Context: an optimization exercise on an open-source flow, tuned for small area. The choices shown serve that exercise and are no tape-out recipe. The RTL was checked by simulation tests, not by an equivalence proof against the original design.

===== flow/config.mk =====
export PLATFORM = sky130hd
export DESIGN_NAME = lif_neuron_grid
export DESIGN_NICKNAME = lif_neuron_grid
export VERILOG_FILES = /design/flow/design.v
export SDC_FILE = /design/flow/constraint.sdc
export NUM_CORES = 4
export LEC_CHECK = 0
export CAP_MARGIN = 20
export CORE_MARGIN = 2
export CORE_UTILIZATION = 75
export SLEW_MARGIN = 20
export SYNTH_HIERARCHICAL = 1

===== flow/constraint.sdc =====
create_clock -name core_clock -period 7.5 [get_ports {clk}]
set_input_delay 1.5000 -clock core_clock [delete_from_list [all_inputs] [get_ports {clk}]]
set_output_delay 1.5000 -clock core_clock [all_outputs]
set_load 0.01 [all_outputs]

===== flow/design.v =====
module lif_neuron_grid #(
  parameter int WIDTH    = 8,
  parameter int LAYERS   = 3,
  parameter int WEIGHT_W = 4,
  parameter int THR_W    = 6,
  parameter int ACC_W    = 8,
  parameter int REFRAC   = 2
) (
  input  logic             clk,
  input  logic             rst_n,
  input  logic             tick,
  input  logic [WIDTH-1:0] spike_in,
  input  logic             cfg_en,
  input  logic             cfg_data,
  output logic             cfg_out,
  output logic [WIDTH-1:0] spike_out,
  output logic             spike_valid
);
  localparam int CFG_W = 20;
  localparam int N     = LAYERS*WIDTH;
  localparam int CHAIN = N*CFG_W;
  localparam int NR    = 1 + 12;        
  localparam int NX    = CHAIN - NR;    
  function automatic int rpos(input int r);
    if (r == 0) rpos = 0;
    else        rpos = (N-1)*CFG_W + (r - 1);
  endfunction
  function automatic int xpos(input int x);
    if (x < (N-1)*CFG_W - 1) xpos = x + 1;
    else                     xpos = (N-1)*CFG_W + 12 + (x - ((N-1)*CFG_W - 1));
  endfunction
  logic [CHAIN-1:0] chain_q, chain_d;
  logic [NR-1:0]    cr_q, cr_d;
  logic [NX-1:0]    cx_q, cx_d;
  logic [4:0]       nsh_q;              
  logic             flushed, top_ok;
  logic [N*8-1:0]   v_q, v_d;
  logic [N-1:0]     spk;
  logic             spike_valid_q;
  logic             known_q;            
  assign flushed = nsh_q[4] & nsh_q[2];               
  assign top_ok  = nsh_q[4] | nsh_q[3];               
  always_comb begin
    chain_d = {cfg_data, chain_q[CHAIN-1:1]};
    for (int n = 0; n < N-1; n++)
      chain_d[n*CFG_W] = chain_q[n*CFG_W + 1] & flushed;
    chain_d[(N-1)*CFG_W + 11] = chain_q[(N-1)*CFG_W + 12] & top_ok;
  end
  genvar gr, gx;
  generate
    for (gr = 0; gr < NR; gr++) begin : g_cr
      assign chain_q[rpos(gr)] = cr_q[gr];
      assign cr_d[gr]          = chain_d[rpos(gr)];
    end
    for (gx = 0; gx < NX; gx++) begin : g_cx
      assign chain_q[xpos(gx)] = cx_q[gx];
      assign cx_d[gx]          = chain_d[xpos(gx)];
    end
  endgenerate
  always_ff @(posedge clk or negedge rst_n) begin
    if (!rst_n) begin
      cr_q  <= '0;
      nsh_q <= '0;
    end else if (cfg_en) begin
      cr_q  <= cr_d;
      if (!flushed) nsh_q <= nsh_q + 5'd1;
    end
  end
  always_ff @(posedge clk) begin
    if (cfg_en) cx_q <= cx_d;
  end
  always_ff @(posedge clk or negedge rst_n) begin
    if (!rst_n) begin
      spike_valid_q <= 1'b0;
      known_q       <= 1'b0;
    end else begin
      spike_valid_q <= tick & ~cfg_en;
      if (tick | cfg_en) known_q <= 1'b1;
    end
  end
  always_ff @(posedge clk) begin
    v_q <= v_d;
  end
  genvar gl, gc;
  generate
    for (gl = 0; gl < LAYERS; gl++) begin : g_layer
      logic [WIDTH-1:0] src;
      if (gl == 0) begin : g_src_in
        assign src = spike_in;
      end else begin : g_src_prev
        assign src = spk[(gl-1)*WIDTH +: WIDTH];
      end
      for (gc = 0; gc < WIDTH; gc++) begin : g_col
        localparam int NI = gl*WIDTH + gc;
        logic [7:0] vq;
        assign vq      = v_q[NI*8 +: 8];
        assign spk[NI] = ~vq[7] & vq[6] & vq[0];
        logic tap_l, tap_r, en_n;
        assign tap_l = (gc == 0)       ? 1'b0 : src[(gc == 0) ? 0 : gc-1];
        assign tap_r = (gc == WIDTH-1) ? 1'b0 : src[(gc == WIDTH-1) ? 0 : gc+1];
        assign en_n  = (NI == N-1) ? top_ok : flushed;
        if (gl == 0) begin : g_dadda
          if (gc == 0) begin : g_left_edge
            lif_neuron_left_d u_n (.v_q(vq), .cfg(chain_q[NI*CFG_W +: CFG_W]), .tap_l(tap_l),
              .tap_c(src[gc]), .tap_r(tap_r), .tick(tick), .clr(cfg_en), .en(en_n),
              .v_d(v_d[NI*8 +: 8]));
          end else if (gc == WIDTH-1) begin : g_right_edge
            lif_neuron_right_d u_n (.v_q(vq), .cfg(chain_q[NI*CFG_W +: CFG_W]), .tap_l(tap_l),
              .tap_c(src[gc]), .tap_r(tap_r), .tick(tick), .clr(cfg_en), .en(en_n),
              .v_d(v_d[NI*8 +: 8]));
          end else begin : g_mid
            lif_neuron_mid_d u_n (.v_q(vq), .cfg(chain_q[NI*CFG_W +: CFG_W]), .tap_l(tap_l),
              .tap_c(src[gc]), .tap_r(tap_r), .tick(tick), .clr(cfg_en), .en(en_n),
              .v_d(v_d[NI*8 +: 8]));
          end
        end else begin : g_col_tree
          if (gc == 0) begin : g_left_edge
            lif_neuron_left u_n (.v_q(vq), .cfg(chain_q[NI*CFG_W +: CFG_W]), .tap_l(tap_l),
              .tap_c(src[gc]), .tap_r(tap_r), .tick(tick), .clr(cfg_en), .en(en_n),
              .v_d(v_d[NI*8 +: 8]));
          end else if (gc == WIDTH-1) begin : g_right_edge
            lif_neuron_right u_n (.v_q(vq), .cfg(chain_q[NI*CFG_W +: CFG_W]), .tap_l(tap_l),
              .tap_c(src[gc]), .tap_r(tap_r), .tick(tick), .clr(cfg_en), .en(en_n),
              .v_d(v_d[NI*8 +: 8]));
          end else begin : g_mid
            lif_neuron_mid u_n (.v_q(vq), .cfg(chain_q[NI*CFG_W +: CFG_W]), .tap_l(tap_l),
              .tap_c(src[gc]), .tap_r(tap_r), .tick(tick), .clr(cfg_en), .en(en_n),
              .v_d(v_d[NI*8 +: 8]));
          end
        end
      end
    end
  endgenerate
  assign cfg_out     = chain_q[0];
  assign spike_out   = spk[N-1 -: WIDTH] & {WIDTH{known_q}};
  assign spike_valid = spike_valid_q;
endmodule
module lif_neuron_mid_d (
  input  logic [7:0]  v_q,
  input  logic [19:0] cfg,
  input  logic        tap_l,
  input  logic        tap_c,
  input  logic        tap_r,
  input  logic        tick,
  input  logic        clr,
  input  logic        en,
  output logic [7:0]  v_d
);
  logic [3:0] w_l, w_c, w_r;
  logic [5:0] thr;
  logic [1:0] leak;
  assign w_l  = cfg[3:0];
  assign w_c  = cfg[7:4];
  assign w_r  = cfg[11:8];
  assign thr  = cfg[17:12];
  assign leak = cfg[19:18];
  logic [3:0] u_l, u_c, u_r;
  assign u_l = {~(tap_l & w_l[3]), {3{tap_l}} & w_l[2:0]};
  assign u_c = {~(tap_c & w_c[3]), {3{tap_c}} & w_c[2:0]};
  assign u_r = {~(tap_r & w_r[3]), {3{tap_r}} & w_r[2:0]};
  logic [7:0] x;
  always_comb begin
    case (leak)
      2'd0:    x = v_q;
      2'd1:    x = {v_q[7], v_q[7:1]};
      2'd2:    x = {{2{v_q[7]}}, v_q[7:2]};
      default: x = {{3{v_q[7]}}, v_q[7:3]};
    endcase
  end
  logic [6:0] nx;
  assign nx = ~x[6:0];
  logic [8:0] raw;
  logic t1, t2, t3, t4, t5, t6, t7, t8, t9, t10, t11, t12, t13, t14, t15, t16, t17, t18, t19, t20, t21, t22, t23, t24, t25, t26, t27, t28, t29, t30, t31, t32, t33, t34, t35, t36, t37, t38, t39, t40, t41, t42, t43, t44, t45, t46, t47, t48;
  assign t1 = ~v_q[0];
  fa u_t2 (.a(t1), .b(nx[0]), .c(u_c[0]), .s(t2), .co(t3));
  fa u_t4 (.a(u_l[0]), .b(u_r[0]), .c(t2), .s(t4), .co(t5));
  ha u_t6 (.a(v_q[0]), .b(v_q[1]), .s(t6), .co(t7));
  fa u_t8 (.a(nx[1]), .b(t6), .c(u_c[1]), .s(t8), .co(t9));
  fa u_t10 (.a(u_l[1]), .b(u_r[1]), .c(t3), .s(t10), .co(t11));
  fa u_t12 (.a(t8), .b(t10), .c(t5), .s(t12), .co(t13));
  fa u_t14 (.a(v_q[2]), .b(nx[2]), .c(t7), .s(t14), .co(t15));
  fa u_t16 (.a(u_c[2]), .b(u_l[2]), .c(u_r[2]), .s(t16), .co(t17));
  fa u_t18 (.a(t14), .b(t9), .c(t16), .s(t18), .co(t19));
  fa u_t20 (.a(t11), .b(t18), .c(t13), .s(t20), .co(t21));
  assign t22 = ~v_q[3];
  fa u_t23 (.a(t22), .b(nx[3]), .c(t15), .s(t23), .co(t24));
  fa u_t25 (.a(u_c[3]), .b(u_l[3]), .c(u_r[3]), .s(t25), .co(t26));
  fa u_t27 (.a(t17), .b(t23), .c(t25), .s(t27), .co(t28));
  fa u_t29 (.a(t19), .b(t27), .c(t21), .s(t29), .co(t30));
  fa u_t31 (.a(v_q[3]), .b(v_q[4]), .c(nx[4]), .s(t31), .co(t32));
  fa u_t33 (.a(t31), .b(t24), .c(t26), .s(t33), .co(t34));
  fa u_t35 (.a(t28), .b(t33), .c(t30), .s(t35), .co(t36));
  assign t37 = ~v_q[5];
  fa u_t38 (.a(t37), .b(nx[5]), .c(t32), .s(t38), .co(t39));
  fa u_t40 (.a(t38), .b(t34), .c(t36), .s(t40), .co(t41));
  assign t42 = ~v_q[5];
  fa u_t43 (.a(v_q[6]), .b(t42), .c(nx[6]), .s(t43), .co(t44));
  fa u_t45 (.a(t43), .b(t39), .c(t41), .s(t45), .co(t46));
  fa u_t47 (.a(v_q[5]), .b(t44), .c(t46), .s(t47), .co(t48));
  assign raw = {~(t48), t47, t45, t40, t35, t29, t20, t12, t4};
  logic [6:0] g;
  always_comb begin
    g[0] = 1'b1;
    for (int i = 0; i < 6; i++)
      g[i+1] = (raw[i] & ~thr[i]) | ((raw[i] | ~thr[i]) & g[i]);
  end
  logic thr_nz, ge, fire, in_ref, ovf_n;
  assign thr_nz = en & (|thr);
  assign ge     = ~raw[8] & (raw[7] | raw[6] | g[6]);
  assign fire   = thr_nz & ge;
  assign in_ref = ~v_q[7] & v_q[6];
  assign ovf_n  = raw[8] & ~raw[7];
  logic h, act, nr, f, q, p;
  assign h   = ~tick & ~clr;
  assign act = tick & ~clr;
  assign nr  = act & ~in_ref;
  assign f   = nr & fire;
  assign q   = nr & ~fire & thr_nz;
  assign p   = q & ~ovf_n;
  assign v_d[7]   = (h & v_q[7]) | (q & raw[8]);
  assign v_d[6]   = (h & v_q[6]) | (act & en & in_ref & v_q[0]) | f | (p & raw[6]);
  assign v_d[5:1] = ({5{h}} & v_q[5:1]) | ({5{p}} & raw[5:1]);
  assign v_d[0]   = (h & v_q[0]) | f | (p & raw[0]);
endmodule
module lif_neuron_left_d (
  input  logic [7:0]  v_q,
  input  logic [19:0] cfg,
  input  logic        tap_l,
  input  logic        tap_c,
  input  logic        tap_r,
  input  logic        tick,
  input  logic        clr,
  input  logic        en,
  output logic [7:0]  v_d
);
  logic [3:0] w_l, w_c, w_r;
  logic [5:0] thr;
  logic [1:0] leak;
  assign w_l  = cfg[3:0];
  assign w_c  = cfg[7:4];
  assign w_r  = cfg[11:8];
  assign thr  = cfg[17:12];
  assign leak = cfg[19:18];
  logic [3:0] u_l, u_c, u_r;
  assign u_l = 4'd8;
  assign u_c = {~(tap_c & w_c[3]), {3{tap_c}} & w_c[2:0]};
  assign u_r = {~(tap_r & w_r[3]), {3{tap_r}} & w_r[2:0]};
  logic [7:0] x;
  always_comb begin
    case (leak)
      2'd0:    x = v_q;
      2'd1:    x = {v_q[7], v_q[7:1]};
      2'd2:    x = {{2{v_q[7]}}, v_q[7:2]};
      default: x = {{3{v_q[7]}}, v_q[7:3]};
    endcase
  end
  logic [6:0] nx;
  assign nx = ~x[6:0];
  logic [8:0] raw;
  logic t1, t2, t3, t4, t5, t6, t7, t8, t9, t10, t11, t12, t13, t14, t15, t16, t17, t18, t19, t20, t21, t22, t23, t24, t25, t26, t27, t28, t29, t30, t31, t32, t33, t34, t35, t36, t37, t38, t39;
  fa u_t1 (.a(en), .b(v_q[0]), .c(nx[0]), .s(t1), .co(t2));
  fa u_t3 (.a(u_c[0]), .b(u_r[0]), .c(t1), .s(t3), .co(t4));
  ha u_t5 (.a(v_q[1]), .b(nx[1]), .s(t5), .co(t6));
  fa u_t7 (.a(t5), .b(t2), .c(u_c[1]), .s(t7), .co(t8));
  fa u_t9 (.a(u_r[1]), .b(t4), .c(t7), .s(t9), .co(t10));
  fa u_t11 (.a(v_q[2]), .b(nx[2]), .c(t6), .s(t11), .co(t12));
  fa u_t13 (.a(u_c[2]), .b(u_r[2]), .c(t11), .s(t13), .co(t14));
  fa u_t15 (.a(t8), .b(t13), .c(t10), .s(t15), .co(t16));
  fa u_t17 (.a(v_q[3]), .b(nx[3]), .c(u_c[3]), .s(t17), .co(t18));
  fa u_t19 (.a(u_r[3]), .b(t12), .c(t17), .s(t19), .co(t20));
  fa u_t21 (.a(t14), .b(t19), .c(t16), .s(t21), .co(t22));
  assign t23 = ~v_q[4];
  fa u_t24 (.a(t23), .b(nx[4]), .c(t18), .s(t24), .co(t25));
  fa u_t26 (.a(t20), .b(t24), .c(t22), .s(t26), .co(t27));
  assign t28 = ~v_q[4];
  fa u_t29 (.a(v_q[5]), .b(t28), .c(nx[5]), .s(t29), .co(t30));
  fa u_t31 (.a(t29), .b(t25), .c(t27), .s(t31), .co(t32));
  assign t33 = ~v_q[4];
  fa u_t34 (.a(v_q[6]), .b(t33), .c(nx[6]), .s(t34), .co(t35));
  fa u_t36 (.a(t30), .b(t34), .c(t32), .s(t36), .co(t37));
  fa u_t38 (.a(v_q[4]), .b(t35), .c(t37), .s(t38), .co(t39));
  assign raw = {~(t39), t38, t36, t31, t26, t21, t15, t9, t3};
  logic [6:0] g;
  always_comb begin
    g[0] = 1'b1;
    for (int i = 0; i < 6; i++)
      g[i+1] = (raw[i] & ~thr[i]) | ((raw[i] | ~thr[i]) & g[i]);
  end
  logic thr_nz, ge, fire, in_ref, ovf_n;
  assign thr_nz = en & (|thr);
  assign ge     = ~raw[8] & (raw[7] | raw[6] | g[6]);
  assign fire   = thr_nz & ge;
  assign in_ref = ~v_q[7] & v_q[6];
  assign ovf_n  = raw[8] & ~raw[7];
  logic h, act, nr, f, q, p;
  assign h   = ~tick & ~clr;
  assign act = tick & ~clr;
  assign nr  = act & ~in_ref;
  assign f   = nr & fire;
  assign q   = nr & ~fire & thr_nz;
  assign p   = q & ~ovf_n;
  assign v_d[7]   = (h & v_q[7]) | (q & raw[8]);
  assign v_d[6]   = (h & v_q[6]) | (act & en & in_ref & v_q[0]) | f | (p & raw[6]);
  assign v_d[5:1] = ({5{h}} & v_q[5:1]) | ({5{p}} & raw[5:1]);
  assign v_d[0]   = (h & v_q[0]) | f | (p & raw[0]);
endmodule
module lif_neuron_right_d (
  input  logic [7:0]  v_q,
  input  logic [19:0] cfg,
  input  logic        tap_l,
  input  logic        tap_c,
  input  logic        tap_r,
  input  logic        tick,
  input  logic        clr,
  input  logic        en,
  output logic [7:0]  v_d
);
  logic [3:0] w_l, w_c, w_r;
  logic [5:0] thr;
  logic [1:0] leak;
  assign w_l  = cfg[3:0];
  assign w_c  = cfg[7:4];
  assign w_r  = cfg[11:8];
  assign thr  = cfg[17:12];
  assign leak = cfg[19:18];
  logic [3:0] u_l, u_c, u_r;
  assign u_l = {~(tap_l & w_l[3]), {3{tap_l}} & w_l[2:0]};
  assign u_c = {~(tap_c & w_c[3]), {3{tap_c}} & w_c[2:0]};
  assign u_r = 4'd8;
  logic [7:0] x;
  always_comb begin
    case (leak)
      2'd0:    x = v_q;
      2'd1:    x = {v_q[7], v_q[7:1]};
      2'd2:    x = {{2{v_q[7]}}, v_q[7:2]};
      default: x = {{3{v_q[7]}}, v_q[7:3]};
    endcase
  end
  logic [6:0] nx;
  assign nx = ~x[6:0];
  logic [8:0] raw;
  logic t1, t2, t3, t4, t5, t6, t7, t8, t9, t10, t11, t12, t13, t14, t15, t16, t17, t18, t19, t20, t21, t22, t23, t24, t25, t26, t27, t28, t29, t30, t31, t32, t33, t34, t35, t36, t37, t38, t39;
  fa u_t1 (.a(en), .b(v_q[0]), .c(nx[0]), .s(t1), .co(t2));
  fa u_t3 (.a(u_c[0]), .b(u_l[0]), .c(t1), .s(t3), .co(t4));
  ha u_t5 (.a(v_q[1]), .b(nx[1]), .s(t5), .co(t6));
  fa u_t7 (.a(t5), .b(t2), .c(u_c[1]), .s(t7), .co(t8));
  fa u_t9 (.a(u_l[1]), .b(t4), .c(t7), .s(t9), .co(t10));
  fa u_t11 (.a(v_q[2]), .b(nx[2]), .c(t6), .s(t11), .co(t12));
  fa u_t13 (.a(u_c[2]), .b(u_l[2]), .c(t11), .s(t13), .co(t14));
  fa u_t15 (.a(t8), .b(t13), .c(t10), .s(t15), .co(t16));
  fa u_t17 (.a(v_q[3]), .b(nx[3]), .c(u_c[3]), .s(t17), .co(t18));
  fa u_t19 (.a(u_l[3]), .b(t12), .c(t17), .s(t19), .co(t20));
  fa u_t21 (.a(t14), .b(t19), .c(t16), .s(t21), .co(t22));
  assign t23 = ~v_q[4];
  fa u_t24 (.a(t23), .b(nx[4]), .c(t18), .s(t24), .co(t25));
  fa u_t26 (.a(t20), .b(t24), .c(t22), .s(t26), .co(t27));
  assign t28 = ~v_q[4];
  fa u_t29 (.a(v_q[5]), .b(t28), .c(nx[5]), .s(t29), .co(t30));
  fa u_t31 (.a(t29), .b(t25), .c(t27), .s(t31), .co(t32));
  assign t33 = ~v_q[4];
  fa u_t34 (.a(v_q[6]), .b(t33), .c(nx[6]), .s(t34), .co(t35));
  fa u_t36 (.a(t30), .b(t34), .c(t32), .s(t36), .co(t37));
  fa u_t38 (.a(v_q[4]), .b(t35), .c(t37), .s(t38), .co(t39));
  assign raw = {~(t39), t38, t36, t31, t26, t21, t15, t9, t3};
  logic [6:0] g;
  always_comb begin
    g[0] = 1'b1;
    for (int i = 0; i < 6; i++)
      g[i+1] = (raw[i] & ~thr[i]) | ((raw[i] | ~thr[i]) & g[i]);
  end
  logic thr_nz, ge, fire, in_ref, ovf_n;
  assign thr_nz = en & (|thr);
  assign ge     = ~raw[8] & (raw[7] | raw[6] | g[6]);
  assign fire   = thr_nz & ge;
  assign in_ref = ~v_q[7] & v_q[6];
  assign ovf_n  = raw[8] & ~raw[7];
  logic h, act, nr, f, q, p;
  assign h   = ~tick & ~clr;
  assign act = tick & ~clr;
  assign nr  = act & ~in_ref;
  assign f   = nr & fire;
  assign q   = nr & ~fire & thr_nz;
  assign p   = q & ~ovf_n;
  assign v_d[7]   = (h & v_q[7]) | (q & raw[8]);
  assign v_d[6]   = (h & v_q[6]) | (act & en & in_ref & v_q[0]) | f | (p & raw[6]);
  assign v_d[5:1] = ({5{h}} & v_q[5:1]) | ({5{p}} & raw[5:1]);
  assign v_d[0]   = (h & v_q[0]) | f | (p & raw[0]);
endmodule
module lif_neuron_mid (
  input  logic [7:0]  v_q,
  input  logic [19:0] cfg,
  input  logic        tap_l,
  input  logic        tap_c,
  input  logic        tap_r,
  input  logic        tick,
  input  logic        clr,
  input  logic        en,
  output logic [7:0]  v_d
);
  logic [3:0] w_l, w_c, w_r;
  logic [5:0] thr;
  logic [1:0] leak;
  assign w_l  = cfg[3:0];
  assign w_c  = cfg[7:4];
  assign w_r  = cfg[11:8];
  assign thr  = cfg[17:12];
  assign leak = cfg[19:18];
  logic [3:0] u_l, u_c, u_r;
  assign u_l = {~(tap_l & w_l[3]), {3{tap_l}} & w_l[2:0]};
  assign u_c = {~(tap_c & w_c[3]), {3{tap_c}} & w_c[2:0]};
  assign u_r = {~(tap_r & w_r[3]), {3{tap_r}} & w_r[2:0]};
  logic [7:0] x;
  always_comb begin
    case (leak)
      2'd0:    x = v_q;
      2'd1:    x = {v_q[7], v_q[7:1]};
      2'd2:    x = {{2{v_q[7]}}, v_q[7:2]};
      default: x = {{3{v_q[7]}}, v_q[7:3]};
    endcase
  end
  logic [6:0] nx;
  assign nx = ~x[6:0];
  logic [8:0] raw;
  logic t1, t2, t3, t4, t5, t6, t7, t8, t9, t10, t11, t12, t13, t14, t15, t16, t17, t18, t19, t20, t21, t22, t23, t24, t25, t26, t27, t28, t29, t30, t31, t32, t33, t34, t35, t36, t37, t38, t39, t40, t41, t42, t43, t44, t45, t46, t47, t48;
  assign t1 = ~v_q[0];
  fa u_t2 (.a(t1), .b(u_c[0]), .c(u_l[0]), .s(t2), .co(t3));
  fa u_t4 (.a(u_r[0]), .b(nx[0]), .c(t2), .s(t4), .co(t5));
  ha u_t6 (.a(v_q[0]), .b(v_q[1]), .s(t6), .co(t7));
  fa u_t8 (.a(u_c[1]), .b(u_l[1]), .c(u_r[1]), .s(t8), .co(t9));
  fa u_t10 (.a(nx[1]), .b(t6), .c(t3), .s(t10), .co(t11));
  fa u_t12 (.a(t8), .b(t10), .c(t5), .s(t12), .co(t13));
  fa u_t14 (.a(v_q[2]), .b(u_c[2]), .c(u_l[2]), .s(t14), .co(t15));
  fa u_t16 (.a(u_r[2]), .b(nx[2]), .c(t7), .s(t16), .co(t17));
  fa u_t18 (.a(t9), .b(t14), .c(t16), .s(t18), .co(t19));
  fa u_t20 (.a(t11), .b(t18), .c(t13), .s(t20), .co(t21));
  assign t22 = ~v_q[3];
  fa u_t23 (.a(t22), .b(u_c[3]), .c(u_l[3]), .s(t23), .co(t24));
  fa u_t25 (.a(u_r[3]), .b(nx[3]), .c(t15), .s(t25), .co(t26));
  fa u_t27 (.a(t23), .b(t17), .c(t25), .s(t27), .co(t28));
  fa u_t29 (.a(t19), .b(t27), .c(t21), .s(t29), .co(t30));
  fa u_t31 (.a(v_q[3]), .b(v_q[4]), .c(nx[4]), .s(t31), .co(t32));
  fa u_t33 (.a(t24), .b(t31), .c(t26), .s(t33), .co(t34));
  fa u_t35 (.a(t28), .b(t33), .c(t30), .s(t35), .co(t36));
  assign t37 = ~v_q[5];
  fa u_t38 (.a(t37), .b(nx[5]), .c(t32), .s(t38), .co(t39));
  fa u_t40 (.a(t38), .b(t34), .c(t36), .s(t40), .co(t41));
  assign t42 = ~v_q[5];
  fa u_t43 (.a(v_q[6]), .b(t42), .c(nx[6]), .s(t43), .co(t44));
  fa u_t45 (.a(t43), .b(t39), .c(t41), .s(t45), .co(t46));
  fa u_t47 (.a(v_q[5]), .b(t44), .c(t46), .s(t47), .co(t48));
  assign raw = {~(t48), t47, t45, t40, t35, t29, t20, t12, t4};
  logic [6:0] g;
  always_comb begin
    g[0] = 1'b1;
    for (int i = 0; i < 6; i++)
      g[i+1] = (raw[i] & ~thr[i]) | ((raw[i] | ~thr[i]) & g[i]);
  end
  logic thr_nz, ge, fire, in_ref, ovf_n;
  assign thr_nz = en & (|thr);
  assign ge     = ~raw[8] & (raw[7] | raw[6] | g[6]);
  assign fire   = thr_nz & ge;
  assign in_ref = ~v_q[7] & v_q[6];
  assign ovf_n  = raw[8] & ~raw[7];
  logic h, act, nr, f, q, p;
  assign h   = ~tick & ~clr;
  assign act = tick & ~clr;
  assign nr  = act & ~in_ref;
  assign f   = nr & fire;
  assign q   = nr & ~fire & thr_nz;
  assign p   = q & ~ovf_n;
  assign v_d[7]   = (h & v_q[7]) | (q & raw[8]);
  assign v_d[6]   = (h & v_q[6]) | (act & en & in_ref & v_q[0]) | f | (p & raw[6]);
  assign v_d[5:1] = ({5{h}} & v_q[5:1]) | ({5{p}} & raw[5:1]);
  assign v_d[0]   = (h & v_q[0]) | f | (p & raw[0]);
endmodule
module lif_neuron_left (
  input  logic [7:0]  v_q,
  input  logic [19:0] cfg,
  input  logic        tap_l,
  input  logic        tap_c,
  input  logic        tap_r,
  input  logic        tick,
  input  logic        clr,
  input  logic        en,
  output logic [7:0]  v_d
);
  logic [3:0] w_l, w_c, w_r;
  logic [5:0] thr;
  logic [1:0] leak;
  assign w_l  = cfg[3:0];
  assign w_c  = cfg[7:4];
  assign w_r  = cfg[11:8];
  assign thr  = cfg[17:12];
  assign leak = cfg[19:18];
  logic [3:0] u_l, u_c, u_r;
  assign u_l = 4'd8;
  assign u_c = {~(tap_c & w_c[3]), {3{tap_c}} & w_c[2:0]};
  assign u_r = {~(tap_r & w_r[3]), {3{tap_r}} & w_r[2:0]};
  logic [7:0] x;
  always_comb begin
    case (leak)
      2'd0:    x = v_q;
      2'd1:    x = {v_q[7], v_q[7:1]};
      2'd2:    x = {{2{v_q[7]}}, v_q[7:2]};
      default: x = {{3{v_q[7]}}, v_q[7:3]};
    endcase
  end
  logic [6:0] nx;
  assign nx = ~x[6:0];
  logic [8:0] raw;
  logic t1, t2, t3, t4, t5, t6, t7, t8, t9, t10, t11, t12, t13, t14, t15, t16, t17, t18, t19, t20, t21, t22, t23, t24, t25, t26, t27, t28, t29, t30, t31, t32, t33, t34, t35, t36, t37, t38, t39;
  fa u_t1 (.a(en), .b(v_q[0]), .c(u_c[0]), .s(t1), .co(t2));
  fa u_t3 (.a(u_r[0]), .b(nx[0]), .c(t1), .s(t3), .co(t4));
  ha u_t5 (.a(v_q[1]), .b(u_c[1]), .s(t5), .co(t6));
  fa u_t7 (.a(u_r[1]), .b(nx[1]), .c(t5), .s(t7), .co(t8));
  fa u_t9 (.a(t2), .b(t7), .c(t4), .s(t9), .co(t10));
  fa u_t11 (.a(v_q[2]), .b(u_c[2]), .c(u_r[2]), .s(t11), .co(t12));
  fa u_t13 (.a(nx[2]), .b(t6), .c(t11), .s(t13), .co(t14));
  fa u_t15 (.a(t8), .b(t13), .c(t10), .s(t15), .co(t16));
  fa u_t17 (.a(v_q[3]), .b(u_c[3]), .c(u_r[3]), .s(t17), .co(t18));
  fa u_t19 (.a(nx[3]), .b(t12), .c(t17), .s(t19), .co(t20));
  fa u_t21 (.a(t14), .b(t19), .c(t16), .s(t21), .co(t22));
  assign t23 = ~v_q[4];
  fa u_t24 (.a(t23), .b(nx[4]), .c(t18), .s(t24), .co(t25));
  fa u_t26 (.a(t20), .b(t24), .c(t22), .s(t26), .co(t27));
  assign t28 = ~v_q[4];
  fa u_t29 (.a(v_q[5]), .b(t28), .c(nx[5]), .s(t29), .co(t30));
  fa u_t31 (.a(t29), .b(t25), .c(t27), .s(t31), .co(t32));
  assign t33 = ~v_q[4];
  fa u_t34 (.a(v_q[6]), .b(t33), .c(nx[6]), .s(t34), .co(t35));
  fa u_t36 (.a(t30), .b(t34), .c(t32), .s(t36), .co(t37));
  fa u_t38 (.a(v_q[4]), .b(t35), .c(t37), .s(t38), .co(t39));
  assign raw = {~(t39), t38, t36, t31, t26, t21, t15, t9, t3};
  logic [6:0] g;
  always_comb begin
    g[0] = 1'b1;
    for (int i = 0; i < 6; i++)
      g[i+1] = (raw[i] & ~thr[i]) | ((raw[i] | ~thr[i]) & g[i]);
  end
  logic thr_nz, ge, fire, in_ref, ovf_n;
  assign thr_nz = en & (|thr);
  assign ge     = ~raw[8] & (raw[7] | raw[6] | g[6]);
  assign fire   = thr_nz & ge;
  assign in_ref = ~v_q[7] & v_q[6];
  assign ovf_n  = raw[8] & ~raw[7];
  logic h, act, nr, f, q, p;
  assign h   = ~tick & ~clr;
  assign act = tick & ~clr;
  assign nr  = act & ~in_ref;
  assign f   = nr & fire;
  assign q   = nr & ~fire & thr_nz;
  assign p   = q & ~ovf_n;
  assign v_d[7]   = (h & v_q[7]) | (q & raw[8]);
  assign v_d[6]   = (h & v_q[6]) | (act & en & in_ref & v_q[0]) | f | (p & raw[6]);
  assign v_d[5:1] = ({5{h}} & v_q[5:1]) | ({5{p}} & raw[5:1]);
  assign v_d[0]   = (h & v_q[0]) | f | (p & raw[0]);
endmodule
module lif_neuron_right (
  input  logic [7:0]  v_q,
  input  logic [19:0] cfg,
  input  logic        tap_l,
  input  logic        tap_c,
  input  logic        tap_r,
  input  logic        tick,
  input  logic        clr,
  input  logic        en,
  output logic [7:0]  v_d
);
  logic [3:0] w_l, w_c, w_r;
  logic [5:0] thr;
  logic [1:0] leak;
  assign w_l  = cfg[3:0];
  assign w_c  = cfg[7:4];
  assign w_r  = cfg[11:8];
  assign thr  = cfg[17:12];
  assign leak = cfg[19:18];
  logic [3:0] u_l, u_c, u_r;
  assign u_l = {~(tap_l & w_l[3]), {3{tap_l}} & w_l[2:0]};
  assign u_c = {~(tap_c & w_c[3]), {3{tap_c}} & w_c[2:0]};
  assign u_r = 4'd8;
  logic [7:0] x;
  always_comb begin
    case (leak)
      2'd0:    x = v_q;
      2'd1:    x = {v_q[7], v_q[7:1]};
      2'd2:    x = {{2{v_q[7]}}, v_q[7:2]};
      default: x = {{3{v_q[7]}}, v_q[7:3]};
    endcase
  end
  logic [6:0] nx;
  assign nx = ~x[6:0];
  logic [8:0] raw;
  logic t1, t2, t3, t4, t5, t6, t7, t8, t9, t10, t11, t12, t13, t14, t15, t16, t17, t18, t19, t20, t21, t22, t23, t24, t25, t26, t27, t28, t29, t30, t31, t32, t33, t34, t35, t36, t37, t38, t39;
  fa u_t1 (.a(en), .b(v_q[0]), .c(u_c[0]), .s(t1), .co(t2));
  fa u_t3 (.a(u_l[0]), .b(nx[0]), .c(t1), .s(t3), .co(t4));
  ha u_t5 (.a(v_q[1]), .b(u_c[1]), .s(t5), .co(t6));
  fa u_t7 (.a(u_l[1]), .b(nx[1]), .c(t5), .s(t7), .co(t8));
  fa u_t9 (.a(t2), .b(t7), .c(t4), .s(t9), .co(t10));
  fa u_t11 (.a(v_q[2]), .b(u_c[2]), .c(u_l[2]), .s(t11), .co(t12));
  fa u_t13 (.a(nx[2]), .b(t6), .c(t11), .s(t13), .co(t14));
  fa u_t15 (.a(t8), .b(t13), .c(t10), .s(t15), .co(t16));
  fa u_t17 (.a(v_q[3]), .b(u_c[3]), .c(u_l[3]), .s(t17), .co(t18));
  fa u_t19 (.a(nx[3]), .b(t12), .c(t17), .s(t19), .co(t20));
  fa u_t21 (.a(t14), .b(t19), .c(t16), .s(t21), .co(t22));
  assign t23 = ~v_q[4];
  fa u_t24 (.a(t23), .b(nx[4]), .c(t18), .s(t24), .co(t25));
  fa u_t26 (.a(t20), .b(t24), .c(t22), .s(t26), .co(t27));
  assign t28 = ~v_q[4];
  fa u_t29 (.a(v_q[5]), .b(t28), .c(nx[5]), .s(t29), .co(t30));
  fa u_t31 (.a(t29), .b(t25), .c(t27), .s(t31), .co(t32));
  assign t33 = ~v_q[4];
  fa u_t34 (.a(v_q[6]), .b(t33), .c(nx[6]), .s(t34), .co(t35));
  fa u_t36 (.a(t30), .b(t34), .c(t32), .s(t36), .co(t37));
  fa u_t38 (.a(v_q[4]), .b(t35), .c(t37), .s(t38), .co(t39));
  assign raw = {~(t39), t38, t36, t31, t26, t21, t15, t9, t3};
  logic [6:0] g;
  always_comb begin
    g[0] = 1'b1;
    for (int i = 0; i < 6; i++)
      g[i+1] = (raw[i] & ~thr[i]) | ((raw[i] | ~thr[i]) & g[i]);
  end
  logic thr_nz, ge, fire, in_ref, ovf_n;
  assign thr_nz = en & (|thr);
  assign ge     = ~raw[8] & (raw[7] | raw[6] | g[6]);
  assign fire   = thr_nz & ge;
  assign in_ref = ~v_q[7] & v_q[6];
  assign ovf_n  = raw[8] & ~raw[7];
  logic h, act, nr, f, q, p;
  assign h   = ~tick & ~clr;
  assign act = tick & ~clr;
  assign nr  = act & ~in_ref;
  assign f   = nr & fire;
  assign q   = nr & ~fire & thr_nz;
  assign p   = q & ~ovf_n;
  assign v_d[7]   = (h & v_q[7]) | (q & raw[8]);
  assign v_d[6]   = (h & v_q[6]) | (act & en & in_ref & v_q[0]) | f | (p & raw[6]);
  assign v_d[5:1] = ({5{h}} & v_q[5:1]) | ({5{p}} & raw[5:1]);
  assign v_d[0]   = (h & v_q[0]) | f | (p & raw[0]);
endmodule
module fa (
  input  logic a,
  input  logic b,
  input  logic c,
  output logic s,
  output logic co
);
  assign s  = a ^ b ^ c;
  assign co = (a & b) | (a & c) | (b & c);
endmodule
module ha (
  input  logic a,
  input  logic b,
  output logic s,
  output logic co
);
  assign s  = a ^ b;
  assign co = a & b;
endmodule

===== flow/flow/run.sh =====
#!/bin/bash
# The standard layout (standard.sh: ORFS synthesis through finish, unchanged), with
# one change to clock-tree synthesis: no dummy loads, clkbuf_16 only, and sink clusters of
# up to 40 flip-flops within 70 um. Every tool's output goes to logs in this folder.
set -euo pipefail
export CTS_ARGS="-sink_clustering_enable -repair_clock_nets -dont_use_dummy_load -sink_clustering_size 40 -sink_clustering_max_diameter 70 -buf_list sky130_fd_sc_hd__clkbuf_16"
bash standard.sh > standard.log 2>&1

===== flow/standard.sh =====
#!/bin/bash
# synth_recipe.tcl (not shown) runs the flow's synth.tcl, then flattens the netlist and writes it again
# the make line also repeats each setting of config.mk as NAME=value (left out here)
make -C /OpenROAD-flow-scripts/flow DESIGN_CONFIG=/design/flow/config.mk WORK_HOME=/design/flow/orfs CLKGATE_MAP_FILE= SYNTH_SCRIPT=/design/flow/synth_recipe.tcl "${@:-finish}"

==> results.py, run 1 <==
metrics = {
    "floorplanning": {
        "start_util": 0.762,
        "rows": 85,
        "io_pins": 23,
        "core_sq_um": 54000,
        "die_h_um": 238,
        "die-area_sq_um": 56800,
        "die-width_um": 238,
    },
    "status": {
        "status": "no timing/DRC/antenna violations",
    },
    "drt": {
        "drt_pass1_iterations": 5,
        "wirelength_um": 82000,
        "post_drt_wl_per_cell_um": 21.3,
        "vias": 25100,
        "ant_nets": 0,
        "drt_first_iter_violations": 1893,
        "via_per_inst": 6.53,
        "drcViolationCount": 0,
    },
    "timing": {
        "min_period_ns": 6.65,
        "rsz0062_at_grt": "false",
        "max_freq_ghz": 0.150,
        "final.setup.tns_ns": 0,
        "period_share": 0.886,
        "worst_pin_slew_ns": 1.00,
        "fin_ws_ns": 0.854,
        "hold_viol": 0,
        "setup_viol": 0,
        "slew_viol_final": 0,
        "fin_skew_ns": 0.0482,
        "relSlewSlack": 0.329,
    },
    "min_path": {
        "hold_start": "cx_q[159]",
        "holdPathStages": 0,
        "hold_end": "cx_q[158]",
        "hold_path_class": "reg -> reg",
    },
    "worst_setup_path": {
        "worst_setup_path_end_kind": "register",
        "reg2reg_depth": 16,
        "r2r-end": "v_q[170]",
        "critPathMaxStageDelay_ns": 0.50,
        "crit_type": "in -> reg",
        "cp.required_ns": 8.02,
        "r2r_setup_slack_ns": 1.07,
        "worstPathArrival_ns": 7.16,
        "path_cells": "clkdlybuf4s50_1 > buf_4 > and2_1 > fa_1 > fa_1 > fa_1 > fa_1 > fa_1 > fa_1 > fa_1 > fa_1 > fa_1 > or2_1 > a221oi_1 > a21o_2 > a32o_2",
        "slowest_stage": "fa_1",
        "cp-start-kind": "input port",
        "cp_common_cell": "fa_1",
        "reg2reg_from": "v_q[102]",
        "path_max_fanout": 12,
    },
    "clock_tree": {
        "clock_path_buffers": 3,
        "ctsResizeCount": 0,
        "hold_buffers": 0,
        "cts-buffers-inserted": 40,
        "cts_setup_buffers": 0,
        "clk-insertion-delay-late_ns": 0.60,
        "h-tree-depth": 2,
        "tritoncts": "done",
        "clock_sinks": 679,
        "clock-root-buffer": "clkbuf_16",
        "path_clk_slew_ns": 0.10,
    },
    "synth": {
        "synth_area_sq_um": 41200,
        "ys_warn_count": 13,
        "syn_inst": 3112,
        "syn-num-nets": 3630,
        "postSynthAreaPerCell_sq_um": 13.2,
    },
    "global_routing": {
        "grt_max_degree": 166,
        "overflow": 0,
        "gr-usage-all-layers": 0.302,
        "grt_pass1_wl_um": 137000,
        "antenna_found_initial": 0,
        "grt_pass1_vias": 26800,
    },
    "placement": {
        "dpl.hpwl_um": 59300,
        "portBuffers": 22,
        "pre_cts_ws_ns": 0.280,
        "routabilityCongestion": 0.910,
    },
    "layout": {
        "syn2layout_area_growth_pct": 4.98,
        "antenna_cells": 0,
        "drive_gt1_frac": 0.105,
        "fin_nets": 3663,
    },
    "job": {
        "maxCapViolCount": 0,
    },
}
==> layout make-up <==
type                       count  area [sq um]
fill                        3177         10800
inverter                     242           908
sequential                   679         18400
tap                          696           871
clock buffer                  40          1000
multi-input combinational   2137         21700
timing repair buffer          45           415
==> layer usage <==
metal	GRT usage	vias up	wire, um
li1	-	11300	-
met1	0.430	12900	34700
met2	0.502	776	41100
met3	0.0349	150	4070
met4	0.0867	0	2120
met5	0	-	0
==> metrics by stage <==
step | instances | area [sq um] | utilization | hold slack (ns)
final | 3839 | 43200 | 0.800 | 0.419
after global routing | 3839 | 43200 | 0.800 | 0.427
after global placement | 3799 | 42200 | 0.782 | 0.402
after floorplan | 3112 | 41200 | - | 0.400
after CTS | 3839 | 43200 | 0.801 | 0.418
after detailed placement | 3799 | 42200 | 0.782 | 0.408
==> sequential cells by signal (all words and copies together) (netlist names) <==
register and flops:
spike_valid_q 1, cr_q 13, cx_q 467, v_q 192
known_q 1, nsh_q 5
==> worst max-delay path: cells and delay by family <==
kind	cells	cell delay [ns]
AO/OA/AOI/OAI	3	0.84
AND/OR/NAND/NOR	2	0.44
adder cells (fa/ha/maj)	9	3.79
buffers and inverters	2	0.57
==> placed cells by master, fill, tap and decap left out, types with 25 or more instances in the layout <==
cell type  instances
a21oi_1           49
nor2_1           124
and2_1           198
edfxtp_1         467
and3_1            38
a32o_2            90
mux2i_1          174
a32o_1            30
clkbuf_16         40
dfxtp_1          192
ha_1              25
o31ai_1           30
fa_1             480
inv_1            205
a31oi_1           37
nand2b_1          36
o21ai_1           72
mux2_2            29
nand2_1          234
o21ai_0           84
==> worst max path at each step <==
| stage | start | end | depth (start not counted) |
|---|---|---|---|
| final | spike_in[1] | v_q[11] | 16 |
| after detailed placement | spike_in[1] | v_q[11] | 16 |
| after CTS | spike_in[1] | v_q[11] | 16 |
| after floorplan | spike_in[1] | v_q[10] | 14 |
| after global routing | v_q[120] | v_q[184] | 16 |
| after global placement | spike_in[1] | v_q[13] | 16 |
==> run 2: changes to the inputs <==
--- a/flow/config.mk
+++ b/flow/config.mk
@@ -7,6 +7,6 @@
 export LEC_CHECK = 0
 export CAP_MARGIN = 20
 export CORE_MARGIN = 2
-export CORE_UTILIZATION = 75
+export CORE_UTILIZATION = 82
 export SLEW_MARGIN = 20
 export SYNTH_HIERARCHICAL = 1
==> run 2 against run 1 <==
Still clean. Final cell count is 0.73% lower. Clock skew is 0.0047 ns higher. Sequential share of layout area is 0.11 points higher. Worst setup slack worse by 0.13 ns. Register-to-register slack worse by 0.35 ns. Design area is 0.25% lower. Hold slack worse by 0.014 ns. Highest routed layer is now met5.
==> results.py, run 2 <==
metrics = {
    "status": {
        "status": "no timing/DRC/antenna violations",
    },
    "layout": {
        "final_common_cell": "fa_1",
        "fin_nets": 3659,
        "antenna_cells": 0,
        "final_area_sq_um": 43100,
        "drive_gt1_frac": 0.104,
        "reg_top3": "cx_q x467, v_q x192, cr_q x13",
        "largest_register_ff_count": 467,
        "syn2layout_area_growth_pct": 4.72,
        "largest-register": "cx_q",
        "most-common-layout-cells": "fa_1, edfxtp_1, nand2_1, inv_1, and2_1",
    },
    "global_routing": {
        "grt_pass1_vias": 28000,
        "grt_pass1_wl_um": 143000,
        "grt_max_degree": 139,
        "gr-usage-all-layers": 0.345,
        "antenna_found_initial": 1,
        "overflow": 0,
    },
    "timing": {
        "hold_viol": 0,
        "worst_pin_slew_ns": 1.03,
        "min_period_ns": 6.78,
        "relSlewSlack": 0.312,
        "final.setup.tns_ns": 0,
        "rsz0062_at_grt": "false",
        "max_freq_ghz": 0.148,
        "setup_viol": 0,
        "slew_viol_final": 0,
        "fin_skew_ns": 0.0529,
        "period_share": 0.904,
    },
    "worst_setup_path": {
        "cp-start-kind": "register",
        "worst_setup_path_end_kind": "register",
        "path_max_fanout": 26,
        "cp.required_ns": 8.00,
        "worstPathArrival_ns": 7.28,
        "reg2reg_from": "nsh_q[4]",
        "crit_type": "reg -> reg",
        "r2r-end": "v_q[126]",
        "reg2reg_depth": 16,
        "r2r_setup_slack_ns": 0.72,
    },
    "clock_tree": {
        "cts_setup_buffers": 0,
        "path_clk_slew_ns": 0.12,
        "clk-insertion-delay-late_ns": 0.61,
        "clock_path_buffers": 3,
        "clock_sinks": 679,
        "clock-root-buffer": "clkbuf_16",
        "ctsResizeCount": 0,
        "cts-buffers-inserted": 37,
        "hold_buffers": 0,
        "tritoncts": "done",
        "h-tree-depth": 2,
    },
    "placement": {
        "postPlaceCellArea_sq_um": 42200,
        "dpl.hpwl_um": 61700,
        "portBuffers": 22,
        "routabilityCongestion": 0.919,
    },
    "floorplanning": {
        "core_sq_um": 49900,
        "die-area_sq_um": 52000,
        "die-width_um": 228,
        "start_util": 0.826,
        "die_h_um": 228,
        "rows": 82,
        "io_pins": 23,
    },
    "synth": {
        "syn-num-nets": 3630,
        "ys_warn_count": 13,
        "synth_area_sq_um": 41200,
        "postSynthAreaPerCell_sq_um": 13.2,
        "syn_inst": 3112,
    },
    "drt": {
        "vias": 25900,
        "post_drt_wl_per_cell_um": 22.5,
        "drcViolationCount": 0,
        "wirelength_um": 85900,
        "drt_first_iter_violations": 2376,
        "drt_pass1_iterations": 5,
        "ant_nets": 0,
        "via_per_inst": 6.79,
    },
    "min_path": {
        "hold_path_class": "reg -> reg",
        "holdPathStages": 0,
        "hold_end": "cx_q[162]",
        "hold_start": "cx_q[163]",
    },
    "job": {
        "maxCapViolCount": 0,
    },
}
## run 2: through the flow
step,setup WS (ns),utilization,hold WS [ns],instances
CTS,0.776,0.865,0.405,3811
finish,0.722,0.865,0.405,3811
global route,0.494,0.865,0.419,3811
detailed placement,0.373,0.847,0.405,3774
floorplan,1.30,-,0.400,3112
global placement,0.584,0.847,0.405,3774
## run 2: final cells by class
class                   instances  area (sq um)
repair buffers                 44           413
multi-input cells            2137         21700
well taps                     672           841
flip-flops and latches        679         18400
fillers                      2311          6730
clock buffers                  37           926
inverters                     242           908
## run 2: worst max path at each step
stage	from	to
6_report	nsh_q[4]	v_q[126]
3_3_place_gp	spike_in[1]	v_q[13]
5_1_grt	nsh_q[4]	v_q[126]
3_5_place_dp	spike_in[1]	v_q[10]
2_1_floorplan	spike_in[1]	v_q[10]
4_1_cts	nsh_q[4]	v_q[126]
## run 2: critical path: stages (launching register included)
cell	delay [ns]
dfrtp_1	0.35
buf_4	0.43
nand2_1	0.21
inv_2	0.65
fa_1	0.55
fa_1	0.41
fa_1	0.42
fa_1	0.39
fa_1	0.39
fa_1	0.39
fa_1	0.41
fa_1	0.41
fa_1	0.52
nor2_1	0.05
a211oi_1	0.77
a32oi_1	0.13
o21ai_0	0.15
## run 2: per-layer routing
layer	vias up	routed length [um]	GRT usage
met2	1076	43600	0.581
met1	13300	33800	0.474
li1	11300	-	-
met4	2	3070	0.120
met5	-	13	0
met3	240	5390	0.0449
==> run 3: changes to the inputs <==
--- a/flow/config.mk
+++ b/flow/config.mk
@@ -7,6 +7,6 @@
 export LEC_CHECK = 0
 export CAP_MARGIN = 20
 export CORE_MARGIN = 2
-export CORE_UTILIZATION = 82
+export CORE_UTILIZATION = 88
 export SLEW_MARGIN = 20
 export SYNTH_HIERARCHICAL = 1
==> run 3 against run 2 <==
Register-to-register slack lost 0.04 ns. Clock skew grew 0.0088 ns. Routed wire length grew 19%. Sequential share of layout area grew 0.056 points. Final cell count shrank 1.7%. Largest cell class unchanged.
==> results.py, run 3 <==
metrics = {
    "global_routing": {
        "antenna_found_initial": 1,
        "grt_max_degree": 144,
        "gr-usage-all-layers": 0.440,
        "grt_pass1_vias": 29900,
        "overflow": 0,
        "grt_pass1_wl_um": 162000,
    },
    "timing": {
        "max_freq_ghz": 0.147,
        "worst_pin_slew_ns": 1.12,
        "slew_viol_final": 0,
        "setup_viol": 0,
        "fin_skew_ns": 0.0617,
        "fin_ws_ns": 0.681,
        "rsz0062_at_grt": "false",
        "period_share": 0.909,
        "hold_slack_ns": 0.424,
        "relSlewSlack": 0.252,
        "min_period_ns": 6.82,
        "hold_viol": 0,
        "final.setup.tns_ns": 0,
    },
    "layout": {
        "fill_cells": 1413,
        "largest_register_ff_count": 467,
        "syn2layout_area_growth_pct": 4.58,
        "final_cell_count_no_fill": 3748,
        "fin_nets": 3661,
        "largest-register": "cx_q",
        "most-common-layout-cells": "fa_1, edfxtp_1, nand2_1, inv_1, and2_1",
        "drive_gt1_frac": 0.106,
        "reg_top3": "cx_q x467, v_q x192, cr_q x13",
        "antenna_cells": 0,
        "final_common_cell": "fa_1",
    },
    "clock_tree": {
        "ctsResizeCount": 0,
        "hold_buffers": 0,
        "tritoncts": "done",
        "cts-buffers-inserted": 37,
        "path_clk_slew_ns": 0.12,
        "clock_path_buffers": 3,
        "clock-root-buffer": "clkbuf_16",
        "h-tree-depth": 2,
        "cts_setup_buffers": 0,
        "clock_sinks": 679,
        "clk-insertion-delay-late_ns": 0.63,
    },
    "worst_setup_path": {
        "worst_setup_path_end_kind": "register",
        "cp.required_ns": 8.03,
        "path_cells": "nand2_1 > nor2_1 > and2_1 > fa_1 > fa_1 > fa_1 > fa_1 > fa_1 > fa_1 > fa_1 > fa_1 > fa_1 > or2_1 > a221oi_1 > a21o_2 > a32o_2",
        "cp-start-kind": "register",
        "path_max_fanout": 12,
        "slowest_stage": "nor2_1",
        "worstPathArrival_ns": 7.35,
        "cp_common_cell": "fa_1",
        "crit_type": "reg -> reg",
        "critPathMaxStageDelay_ns": 0.80,
    },
    "floorplanning": {
        "io_pins": 23,
        "rows": 79,
        "start_util": 0.889,
        "die-area_sq_um": 48600,
        "core_sq_um": 46400,
        "die-width_um": 220,
        "die_h_um": 220,
    },
    "min_path": {
        "hold_path_class": "reg -> reg",
    },
    "placement": {
        "dp.cells": 3710,
        "dpl.hpwl_um": 68400,
        "portBuffers": 22,
        "pre_cts_ws_ns": 0.338,
        "routabilityCongestion": 0.912,
    },
    "drt": {
        "wirelength_um": 103000,
        "post_drt_wl_per_cell_um": 27.4,
        "drt_first_iter_violations": 3876,
        "vias": 28100,
        "ant_nets": 0,
        "drcViolationCount": 0,
        "via_per_inst": 7.49,
        "drt_pass1_iterations": 8,
    },
    "job": {
        "maxCapViolCount": 0,
    },
    "synth": {
        "ys_warn_count": 13,
        "syn_inst": 3112,
        "syn-num-nets": 3630,
        "synth_area_sq_um": 41200,
        "postSynthAreaPerCell_sq_um": 13.2,
    },
    "status": {
        "status": "no timing/DRC/antenna violations",
    },
}
-- run 3: cell types whose count changed in the layout (fill, tap and decap cells not counted), sizes merged --
cell and delta:
buf +2, clkdlybuf4s50 -1, clkbuf +1
-- run 3: metrics by stage --
stage | utilization | cell area (sq um)
after floorplan | - | 41200
after global routing | 0.929 | 43100
after CTS | 0.929 | 43100
after detailed placement | 0.909 | 42100
after global placement | 0.909 | 42100
final | 0.929 | 43100
-- run 3: final timing paths --
| check | startpoint | end | slack (ns) | depth (start not counted) |
|---|---|---|---|---|
| min reg2reg | cx_q[149] | cx_q[148] | 0.42 | 0 |
| max in group asynchronous | rst_n | cr_q[6] | 6.28 | 1 |
| min in group asynchronous | rst_n | cr_q[1] | 0.85 | 1 |
| max reg2reg | v_q[32] | v_q[105] | 0.68 | 16 |
| min | cx_q[149] | cx_q[148] | 0.42 | 0 |
| max | v_q[32] | v_q[105] | 0.68 | 16 |
-- run 3: worst max-delay path, delay by kind of cell, from the launching register on --
family / cells / cell delay (ns)
adders and majority gates: 9 / 3.78
DFF: 1 / 0.52
and+or+nand+nor: 4 / 1.50
AOI/OAI and AO/OA: 3 / 0.92
-- run 3: routing by layer --
layer	global-route usage	share of wire	vias to the layer above	wire length [um]
met2	0.722	0.50	2256	51000
met3	0.0903	0.10	635	10300
li1	-	-	11300	-
met5	0	0.00031	-	32
met4	0.245	0.066	2	6760
met1	0.557	0.34	13900	34400
-- run 3: final cells by class --
type,instances,area (sq um),share of cell area
inverters,242,908,0.0211
clock buffers,37,926,0.0215
repair buffers,46,423,0.00982
well taps,607,759,0.0176
multi-input cells,2137,21700,0.504
flip-flops and latches,679,18400,0.426
==> run 4: changes to the inputs <==
==> flow/flow/run.sh (replaced) <==
#!/bin/bash
# The standard layout (standard.sh: ORFS synthesis through finish, unchanged), with
# one change to clock-tree synthesis: no dummy loads, clkbuf_16 only, and sink clusters of
# up to 40 flip-flops within 70 um; and the buffer on every input and output port is a
# buf_1. Every tool's output goes to logs in this folder.
set -euo pipefail
export CTS_ARGS="-sink_clustering_enable -repair_clock_nets -dont_use_dummy_load -sink_clustering_size 40 -sink_clustering_max_diameter 70 -buf_list sky130_fd_sc_hd__clkbuf_16"
export BUFFER_PORTS_ARGS="-buffer_cell sky130_fd_sc_hd__buf_1"
bash standard.sh > standard.log 2>&1
--- a/flow/config.mk
+++ b/flow/config.mk
@@ -7,6 +7,6 @@
 export LEC_CHECK = 0
 export CAP_MARGIN = 20
 export CORE_MARGIN = 2
-export CORE_UTILIZATION = 88
+export CORE_UTILIZATION = 82
 export SLEW_MARGIN = 20
 export SYNTH_HIERARCHICAL = 1
==> run 4 against run 3 <==
Routed wire length shrank 15%. Register-to-register slack is essentially flat. Design area shrank 0.17%. Largest cell class unchanged.
==> results.py, run 4 <==
metrics = {
    "placement": {
        "dpl.hpwl_um": 62400,
        "postPlaceCellArea_sq_um": 42100,
        "dp.cells": 3772,
        "portBuffers": 22,
        "pre_cts_ws_ns": 0.567,
        "routabilityCongestion": 0.902,
    },
    "status": {
        "status": "no timing/DRC/antenna violations",
    },
    "worst_setup_path": {
        "worst_setup_path_end_kind": "register",
        "worstPathArrival_ns": 7.32,
        "path_max_fanout": 13,
        "cp-start-kind": "register",
        "cp.required_ns": 8.01,
        "crit_type": "reg -> reg",
    },
    "drt": {
        "drcViolationCount": 0,
        "drt_pass1_iterations": 6,
        "post_drt_wl_per_cell_um": 22.9,
        "drt_first_iter_violations": 2672,
        "vias": 26000,
        "ant_nets": 0,
        "via_per_inst": 6.82,
        "wirelength_um": 87100,
    },
    "synth": {
        "postSynthAreaPerCell_sq_um": 13.2,
        "syn_inst": 3112,
        "synth_area_sq_um": 41200,
        "ys_warn_count": 13,
        "syn-num-nets": 3630,
    },
    "layout": {
        "antenna_cells": 0,
        "seq_area_sq_um": 18400,
        "post-route-util": 0.863,
        "drive_gt1_frac": 0.104,
        "syn2layout_area_growth_pct": 4.41,
        "multi_input_area_sq_um": 21700,
        "largest-register": "cx_q",
        "most-common-layout-cells": "fa_1, edfxtp_1, nand2_1, inv_1, and2_1",
        "fill_cells": 2381,
        "largest_register_ff_count": 467,
        "final_cell_count_no_fill": 3810,
        "reg_top3": "cx_q x467, v_q x192, cr_q x13",
        "fin_nets": 3658,
        "final_area_sq_um": 43000,
        "final_common_cell": "fa_1",
    },
    "timing": {
        "fin_skew_ns": 0.0523,
        "slew_viol_final": 0,
        "min_period_ns": 6.81,
        "relSlewSlack": 0.280,
        "final.setup.tns_ns": 0,
        "hold_slack_ns": 0.411,
        "rsz0062_at_grt": "false",
        "period_share": 0.908,
        "setup_viol": 0,
        "fin_ws_ns": 0.693,
        "worst_pin_slew_ns": 1.07,
        "hold_viol": 0,
        "max_freq_ghz": 0.147,
    },
    "floorplanning": {
        "die_h_um": 228,
        "start_util": 0.826,
        "die-area_sq_um": 52000,
        "io_pins": 23,
        "core_sq_um": 49900,
        "rows": 82,
        "die-width_um": 228,
    },
    "clock_tree": {
        "hold_buffers": 0,
        "clock_sinks": 679,
        "path_clk_slew_ns": 0.11,
        "h-tree-depth": 2,
        "clock_path_buffers": 3,
        "clk-insertion-delay-late_ns": 0.60,
        "ctsResizeCount": 0,
        "tritoncts": "done",
        "cts-buffers-inserted": 37,
        "cts_setup_buffers": 0,
        "clock-root-buffer": "clkbuf_16",
    },
    "global_routing": {
        "grt_max_degree": 155,
        "overflow": 0,
        "grt_pass1_vias": 28000,
        "grt_pass1_wl_um": 145000,
        "gr-usage-all-layers": 0.348,
        "antenna_found_initial": 2,
    },
    "min_path": {
        "hold_path_class": "reg -> reg",
    },
    "job": {
        "maxCapViolCount": 0,
    },
}
## run 4: final timing paths
check                      cells after the start  slack, ns     start             to
setup / recovery                              15       0.69  nsh_q[4]        v_q[56]
hold / removal                                 0       0.41  cx_q[84]       cx_q[83]
setup reg to reg                              15       0.69  nsh_q[4]        v_q[56]
hold reg to reg                                0       0.41  cx_q[84]       cx_q[83]
max in group asynchronous                      1       6.23     rst_n        cr_q[1]
min in group asynchronous                      1       0.88     rst_n  spike_valid_q
## run 4: critical path: stages, from the launching register on
cell and delay (ns):
dfrtp_1 0.81, nand2_1 0.25, inv_2 0.45, fa_1 0.52, fa_1 0.41, fa_1 0.42, fa_1 0.40, fa_1 0.41
fa_1 0.43, fa_1 0.40, fa_1 0.39, fa_1 0.53, nor2_1 0.05, a211oi_1 0.84, a22oi_1 0.23, o21ai_0 0.17
## run 4: per-layer routing
metal	vias up	track usage	share of wire
met2	1199	0.585	0.51
met1	13300	0.489	0.40
met3	231	0.0396	0.063
met5	-	0	0
li1	11300	-	-
met4	0	0.112	0.034
## run 4: area by class of cell
type | count | share of cell area
multi-input cells | 2137 | 0.504
flip-flops and latches | 679 | 0.427
clock buffers | 37 | 0.0215
well taps | 672 | 0.0196
repair buffers | 43 | 0.00660
inverters | 242 | 0.0211

port drivers added, routing unchanged:
The flow's constraints put no driver on any port. The routed layouts listed below were extracted and timed again, unchanged, in two steps. Step 1 assumes that a clkbuf_16 drives the clock port and a buf_2 every other input. Step 2, shift: input delay + t, output delay - t, t = (earliest + latest rising clock arrival at the registers) / 2. This alone moves slack from input paths to output paths. Three values: ideal ports, drivers, drivers and shift; two values: the first two.
| run | t (ns) | setup slack, ns | worst setup path after step 2 | slew at the worst register clock pin (ns) | worst slew at a driven data input, ns |
|---|---|---|---|---|---|
| run 1 | 0.644 | 0.854 / 0.892 / 0.248 | input to register | 0.11 / 0.11 | 0.05 |
| run 2 | 0.649 | 0.722 / 0.722 / 0.333 | input to register | 0.12 / 0.12 | 0.05 |
| run 3 | 0.663 | 0.681 / 0.681 / 0.224 | input to register | 0.12 / 0.12 | 0.05 |
| run 4 | 0.637 | 0.693 / 0.693 / 0.462 | input to register | 0.11 / 0.11 | 0.05 |
After both steps every run listed still meets setup and hold. For run 1, which loses most, drivers alone change the setup slack by +0.038 ns; drivers and shift together by -0.606 ns.
